This is an optimization exercise on Yosys and OpenROAD, whose aim is small area, not a production implementation.
In this exercise RTL edits were held to simulation tests only and were not proved equivalent to the original.
Power and IR drop assume default switching activity.

[flow/run.sh]
#!/bin/bash
# synth_recipe.tcl (not shown) runs the flow's synth.tcl, then flattens the netlist and writes it again
# the make line also repeats each setting of config.mk as NAME=value (left out here)
make -C /OpenROAD-flow-scripts/flow DESIGN_CONFIG=/design/flow/config.mk WORK_HOME=/design/flow/orfs CLKGATE_MAP_FILE= SYNTH_SCRIPT=/design/flow/synth_recipe.tcl finish
[flow/config.mk]
export PLATFORM = sky130hd
export DESIGN_NAME = mcp2515_spi_target
export DESIGN_NICKNAME = mcp2515_spi_target
export VERILOG_FILES = /design/flow/design.v
export SDC_FILE = /design/flow/constraint.sdc
export NUM_CORES = 4
export LEC_CHECK = 0
export CAP_MARGIN = 40
export CORE_MARGIN = 2
export CORE_UTILIZATION = 35
export SLEW_MARGIN = 40
[flow/constraint.sdc]
create_clock -name core_clock -period 10.0 [get_ports {clk50}]
set_input_delay 2.0000 -clock core_clock [delete_from_list [all_inputs] [get_ports {clk50}]]
set_output_delay 2.0000 -clock core_clock [all_outputs]
set_load 0.01 [all_outputs]
[flow/design.v]
module mcp2515_spi_target #(
    parameter logic [7:0] RST_CANCTRL = 8'h87,
    parameter int         SYNC_STAGES = 2
) (
    input  logic       clk50,
    input  logic       rst,
    input  logic       cs,
    input  logic       sck,
    input  logic       si,
    output logic       so,
    output logic       busy,
    output logic       tx_req,
    input  logic       tx_done,
    input  logic       rx_load,
    output logic       int_n,
    output logic [2:0] opmode
);
    typedef enum logic [2:0] {IDLE, CMD, ADDR, WR, RD, MASK, BDATA, SKIP} state_t;
    typedef enum logic [1:0] {OP_WRITE, OP_READ, OP_BITMOD} op_t;
    localparam logic [6:0] A_CANSTAT  = 7'h0E;
    localparam logic [6:0] A_CANCTRL  = 7'h0F;
    localparam logic [6:0] A_CANINTE  = 7'h2B;
    localparam logic [6:0] A_CANINTF  = 7'h2C;
    localparam logic [6:0] A_TXB0CTRL = 7'h30;
    logic [SYNC_STAGES-1:0] cs_sync, sck_sync, si_sync;
    logic                   cs_prev, sck_prev;
    logic                   cs_s, sck_s, si_s;
    logic                   cs_fall, cs_rise, sck_rise, sck_fall;
    always_ff @(posedge clk50) begin
        if (rst) begin
            cs_sync  <= '1;
            sck_sync <= '1;
            si_sync  <= '0;
            cs_prev  <= 1'b1;
            sck_prev <= 1'b1;
        end else begin
            cs_sync  <= {cs_sync[SYNC_STAGES-2:0], cs};
            sck_sync <= {sck_sync[SYNC_STAGES-2:0], sck};
            si_sync  <= {si_sync[SYNC_STAGES-2:0], si};
            cs_prev  <= cs_s;
            sck_prev <= sck_s;
        end
    end
    assign cs_s     = cs_sync[SYNC_STAGES-1];
    assign sck_s    = sck_sync[SYNC_STAGES-1];
    assign si_s     = si_sync[SYNC_STAGES-1];
    assign cs_fall  = cs_prev & ~cs_s;
    assign cs_rise  = ~cs_prev & cs_s;
    assign sck_rise = ~sck_prev & sck_s;
    assign sck_fall = sck_prev & ~sck_s;
    state_t     state_q, state_d;
    op_t        op_q, op_d;
    logic [2:0] bit_cnt;
    logic [7:0] rx_sr;
    logic [7:0] tx_sr;
    logic [6:0] ptr, ptr_d;
    logic [7:0] mask_q, mask_d;
    logic       reset_armed, arm_d;
    logic [7:0] regs [0:127];
    logic       byte_done;
    logic [7:0] rx_byte;
    logic       wr_en;
    logic [6:0] wr_addr;
    logic [7:0] wr_data;
    logic       rd_load;
    logic [6:0] rd_addr;
    logic       reset_regs;
    assign rx_byte   = {rx_sr[6:0], si_s};
    assign byte_done = sck_rise && (bit_cnt == 3'd7) && (state_q != IDLE);
    always_comb begin
        state_d = state_q;
        op_d    = op_q;
        ptr_d   = ptr;
        mask_d  = mask_q;
        arm_d   = reset_armed;
        wr_en   = 1'b0;
        wr_addr = ptr;
        wr_data = rx_byte;
        rd_load = 1'b0;
        rd_addr = ptr;
        if (state_q == IDLE) begin
            arm_d = 1'b0;
            if (cs_fall) begin
                state_d = CMD;
            end
        end else if (cs_rise) begin
            state_d = IDLE;
        end else if (byte_done) begin
            case (state_q)
                CMD: begin
                    case (rx_byte)
                        8'hC0: begin
                            state_d = SKIP;
                            arm_d   = 1'b1;
                        end
                        8'h02: begin
                            state_d = ADDR;
                            op_d    = OP_WRITE;
                        end
                        8'h03: begin
                            state_d = ADDR;
                            op_d    = OP_READ;
                        end
                        8'h05: begin
                            state_d = ADDR;
                            op_d    = OP_BITMOD;
                        end
                        default: state_d = SKIP;
                    endcase
                end
                ADDR: begin
                    ptr_d = rx_byte[6:0];
                    case (op_q)
                        OP_WRITE: state_d = WR;
                        OP_READ: begin
                            state_d = RD;
                            rd_load = 1'b1;
                            rd_addr = rx_byte[6:0];
                            ptr_d   = rx_byte[6:0] + 7'd1;
                        end
                        default: state_d = MASK;
                    endcase
                end
                WR: begin
                    wr_en = 1'b1;
                    ptr_d = ptr + 7'd1;
                end
                RD: begin
                    rd_load = 1'b1;
                    ptr_d   = ptr + 7'd1;
                end
                MASK: begin
                    mask_d  = rx_byte;
                    state_d = BDATA;
                end
                BDATA: begin
                    wr_en   = 1'b1;
                    wr_data = (regs[ptr] & ~mask_q) | (rx_byte & mask_q);
                    state_d = SKIP;
                end
                default: ;
            endcase
        end
    end
    always_ff @(posedge clk50) begin
        if (rst) begin
            state_q     <= IDLE;
            op_q        <= OP_WRITE;
            bit_cnt     <= 3'd0;
            rx_sr       <= 8'h00;
            tx_sr       <= 8'hFF;
            ptr         <= 7'd0;
            mask_q      <= 8'h00;
            reset_armed <= 1'b0;
        end else begin
            state_q     <= state_d;
            op_q        <= op_d;
            ptr         <= ptr_d;
            mask_q      <= mask_d;
            reset_armed <= arm_d;
            if (state_q == IDLE) begin
                bit_cnt <= 3'd0;
                rx_sr   <= 8'h00;
            end else if (sck_rise) begin
                bit_cnt <= bit_cnt + 3'd1;
                rx_sr   <= rx_byte;
            end
            if (rd_load) begin
                tx_sr <= regs[rd_addr];
            end else if (sck_fall && (bit_cnt != 3'd0) && (state_q != IDLE)) begin
                tx_sr <= {tx_sr[6:0], 1'b1};
            end
        end
    end
    assign reset_regs = rst || (cs_rise && reset_armed);
    always_ff @(posedge clk50) begin
        if (reset_regs) begin
            for (int i = 0; i < 128; i++) begin
                regs[i] <= 8'h00;
            end
            regs[A_CANCTRL] <= RST_CANCTRL;
            regs[A_CANSTAT] <= {RST_CANCTRL[7:5], 5'b0};
            tx_req          <= 1'b0;
        end else begin
            tx_req <= 1'b0;
            if (tx_done) begin
                regs[A_TXB0CTRL][3] <= 1'b0;
                regs[A_CANINTF][2]  <= 1'b1;
            end
            if (rx_load) begin
                regs[A_CANINTF][0] <= 1'b1;
            end
            if (wr_en && (wr_addr != A_CANSTAT)) begin
                regs[wr_addr] <= wr_data;
                if (wr_addr == A_CANCTRL) begin
                    regs[A_CANSTAT][7:5] <= wr_data[7:5];
                end
                if ((wr_addr == A_TXB0CTRL) && wr_data[3] && !regs[A_TXB0CTRL][3]) begin
                    tx_req <= 1'b1;
                end
            end
        end
    end
    always_ff @(posedge clk50) begin
        if (rst) begin
            busy   <= 1'b0;
            int_n  <= 1'b1;
            opmode <= RST_CANCTRL[7:5];
        end else begin
            busy   <= ~cs_s;
            int_n  <= ~|(regs[A_CANINTE] & regs[A_CANINTF]);
            opmode <= regs[A_CANSTAT][7:5];
        end
    end
    assign so = (state_q == RD) ? tx_sr[7] : 1'b1;
endmodule
==> results.json <==
{
  "path_buf_inv": 4,
  "maxCapViolations": 0,
  "arrival_ps": 5960,
  "timing.final.hold_violations": 0,
  "async_reset_ff_frac": 0,
  "drtAntennaViolNets": 0,
  "outcome": "finished clean",
  "ioPinCount": 14,
  "core_area_um2": 160000,
  "io_buffer_count": 13,
  "die_width_um": 405,
  "end_kind": "flop",
  "drv_slew": 0,
  "setup-violations-final": 0,
  "post_cts_buffers": 0,
  "crit_type": "reg -> reg",
  "fin_cells": 6827,
  "layout.nets": 4659,
  "required_ps": 10450,
  "synth_most_common_cell": "nor2_1",
  "synth_nets": 4831,
  "cts.path.max_buffers": 3,
  "hpwl_um": 123000,
  "overflow": 0,
  "hold_ws_ps": 418,
  "synthDistinctLibCells": 66,
  "initial_core_util": 0.351,
  "htree_levels": 3,
  "crit_family": "multiplexers",
  "synth_seq_area_share": 0.568,
  "total_leakage_power_nw": 19.2,
  "ys_top_cells_by_count": "1071 x nor2_1, 1022 x edfxtp_1, 1002 x nand2_1",
  "synth_top_area_frac": 0.546,
  "tightest_slew_ps": 945,
  "syn2layout_area_growth_pct": 10.4,
  "wl_um": 192000,
  "crit_path_max_fanout": 62,
  "grt_pass1_vias": 38800,
  "hp-class": "reg -> reg",
  "cts-resized-gates": 0,
  "place_inst": 6609,
  "avgViaCountPerCell": 6.08,
  "drtIter0Drc": 6452,
  "syn_avg_cell_area_um2": 11.7,
  "finClkSkew_ps": 37.8,
  "path_cells": "buf_12 -> buf_16 -> mux4_2 -> mux4_2 -> mux4_2 -> mux2i_1 -> nand2_1 -> o21ai_4 -> buf_4 -> buf_4 -> nor2_1",
  "power.density_nw_per_um2": 161,
  "root_buffer": "clkbuf_16",
  "start_kind": "flop",
  "drive_gt1_frac": 0.150,
  "fp-row-count": 147,
  "critPathMaxStageDelay_ps": 690,
  "netlist_instances": 4814,
  "wl_per_cell_um": 28.1,
  "synth-edff-count": 1022,
  "vias": 41500,
  "dominantRegCellSynth": "edfxtp_1",
  "cts_buffers": 111,
  "post-route-drc-count": 0,
  "ys_ff_latch": 1084,
  "min_period_over_period": 0.551,
  "cts_tree": "yes",
  "antenna_found_initial": 8,
  "synth_area_leader_cell": "edfxtp_1",
  "worstSkewPairLatency_ps": 750,
  "synth_warnings": 1,
  "drt_pass1_iterations": 6,
  "cts_hold_buf": 0,
  "chipHeight_um": 405,
  "groute.usage.overall": 0.231,
  "clock.fmax_ghz": 0.182,
  "gp_congestion": 0.921,
  "grt_pass1_wl_um": 278000,
  "rsz0062_at_grt": "no",
  "cts_sinks": 1084,
  "crit_path_frequent_cell": "mux4_2",
  "grt_max_degree": 171,
  "relSlewSlack": 0.353,
  "synth_area_leaders": "edfxtp_1 55%, mux4_2 15%, nor2_1 7.2%",
  "syn_area_um2": 56200,
  "dieArea_um2": 164000,
  "peakVddDrop_mv": 0.134,
  "clk_pin_slew_ps": 70,
  "fin_setup_tns_ps": 0,
  "period_minus_slack_ps": 5510,
  "cp_slowest_cell": "dfxtp_4"
}
final cells by class:
class	instances	area [um2]
sequential	1084	31900
fill	15200	98000
clock buffer	141	2980
tap	2086	2610
antenna	2	5.00
multi-input combinational	3329	22500
clock inverter	69	900
timing repair buffer	107	1080
inverter	9	33.8
metal layers:
layer  GRT usage  part of all wire  up-vias
met2       0.354              0.45     2976
met3      0.0463              0.12      467
met5           0           0.00042        -
met4       0.106             0.049       12
li1            -                 -    17300
met1       0.315              0.38    20800
sequential cells by signal (all words and copies together) (netlist names), named ones only:
| signal | cells |
|---|---|
| cs_sync | 2 |
| tx_sr | 8 |
| regs | 1024 |
| op_q | 2 |
| int_n | 1 |
| opmode | 3 |
| tx_req | 1 |
| si_sync | 2 |
| sck_prev | 1 |
| busy | 1 |
| bit_cnt | 3 |
| mask_q | 8 |
| ptr | 7 |
| rx_sr | 7 |
| sck_sync | 2 |
| reset_armed | 1 |
| state_q | 3 |
| cs_prev | 1 |
worst paths after layout:
| check | startpoint | to | slack (ps) | cells after the start |
|---|---|---|---|---|
| worst max-delay path | flop | regs[11][0] | 4490 | 11 |
| worst min-delay path | cs_sync[0] | cs_sync[1] | 420 | 1 |
| worst max register to register | flop | regs[11][0] | 4490 | 11 |
| worst min register to register | cs_sync[0] | cs_sync[1] | 420 | 1 |
cells in the final DEF (no fill, tap or decap), types with 10 or more instances in the layout:
| master | count |
|---|---|
| nor2_1 | 1065 |
| edfxtp_1 | 1022 |
| nand2_1 | 998 |
| mux4_2 | 381 |
| nand3_1 | 201 |
| a21oi_1 | 144 |
| clkbuf_16 | 114 |
| mux2i_1 | 107 |
| buf_4 | 71 |
| nand4_1 | 65 |
| a31oi_1 | 64 |
| dfxtp_1 | 56 |
| a22oi_1 | 28 |
| o22ai_1 | 25 |
| clkbuf_1 | 24 |
| o21ai_0 | 21 |
| bufinv_16 | 20 |
| clkinv_1 | 17 |
| nor3_1 | 15 |
| nor4_1 | 15 |
| a2111oi_0 | 13 |
| o221ai_1 | 12 |
| clkinv_2 | 12 |
| clkdlybuf4s50_1 | 12 |
| nor2b_1 | 11 |
| o21ai_4 | 10 |
| nand2b_1 | 10 |
| or2_2 | 10 |
| o2111ai_1 | 10 |
| a32oi_1 | 10 |
| ha_1 | 10 |
| clkinvlp_4 | 10 |
| buf_12 | 10 |
per-stage QoR:
step | utilization | power (mW) | setup WS (ps) | area, um2
2_1_floorplan | - | 5.44 | 5700 | 56200
3_3_place_gp | 0.362 | 5.58 | 4490 | 57900
3_5_place_dp | 0.362 | 5.59 | 4550 | 58000
4_1_cts | 0.387 | 10.0 | 4600 | 61900
5_1_grt | 0.388 | 10.2 | 4340 | 62000
6_report | 0.388 | 10.0 | 4490 | 62000
logic make-up (layout without fill, tap and decap cells):
family          count (synthesis)  in the layout  share of synthesized area
xor+xnor                        8              8                    0.00125
fa+ha+maj                      11             11                    0.00240
other cells                     0              2                          0
simple gates                 2435           2435                      0.174
compound gates                382            382                     0.0430
buf+inv                       401            326                     0.0381
mux                           493            493                      0.173
flops                        1084           1084                      0.568
where the power goes:
| group | internal [mW] | switching [mW] | leakage (nW) |
|---|---|---|---|
| clock network | 2.63 | 1.86 | 1.86 |
| logic | 0.106 | 0.203 | 6.27 |
| registers | 5.10 | 0.101 | 11.1 |

-- port drivers added, routing unchanged --
Ports are ideal in the flow. The routed layout listed here was re-timed in OpenROAD.
Step 1 sets driving cells, clkbuf_16 on the clock port and buf_2 on the other inputs (assumed; they add their load-dependent delay and slew).
Step 2 adds t to the input delays and takes it off the output delays; t is the mean of the earliest and latest rising clock arrival at the registers after step 1. Input paths then give back, and output paths get back, about the clock's delay inside the block.
Slacks: ideal / step 1 / step 2; pairs: ideal / step 1.
t, ns: 0.814
setup slack, ns: 4.491 / 4.491 / 4.491
worst register clock-pin slew, ns: 0.07 / 0.07
worst data-port slew with drivers (ns): 0.07
After both steps this run still meets setup and hold. The setup slack of this run moves by 0.000 ns with the drivers and by 0.000 ns with both steps.
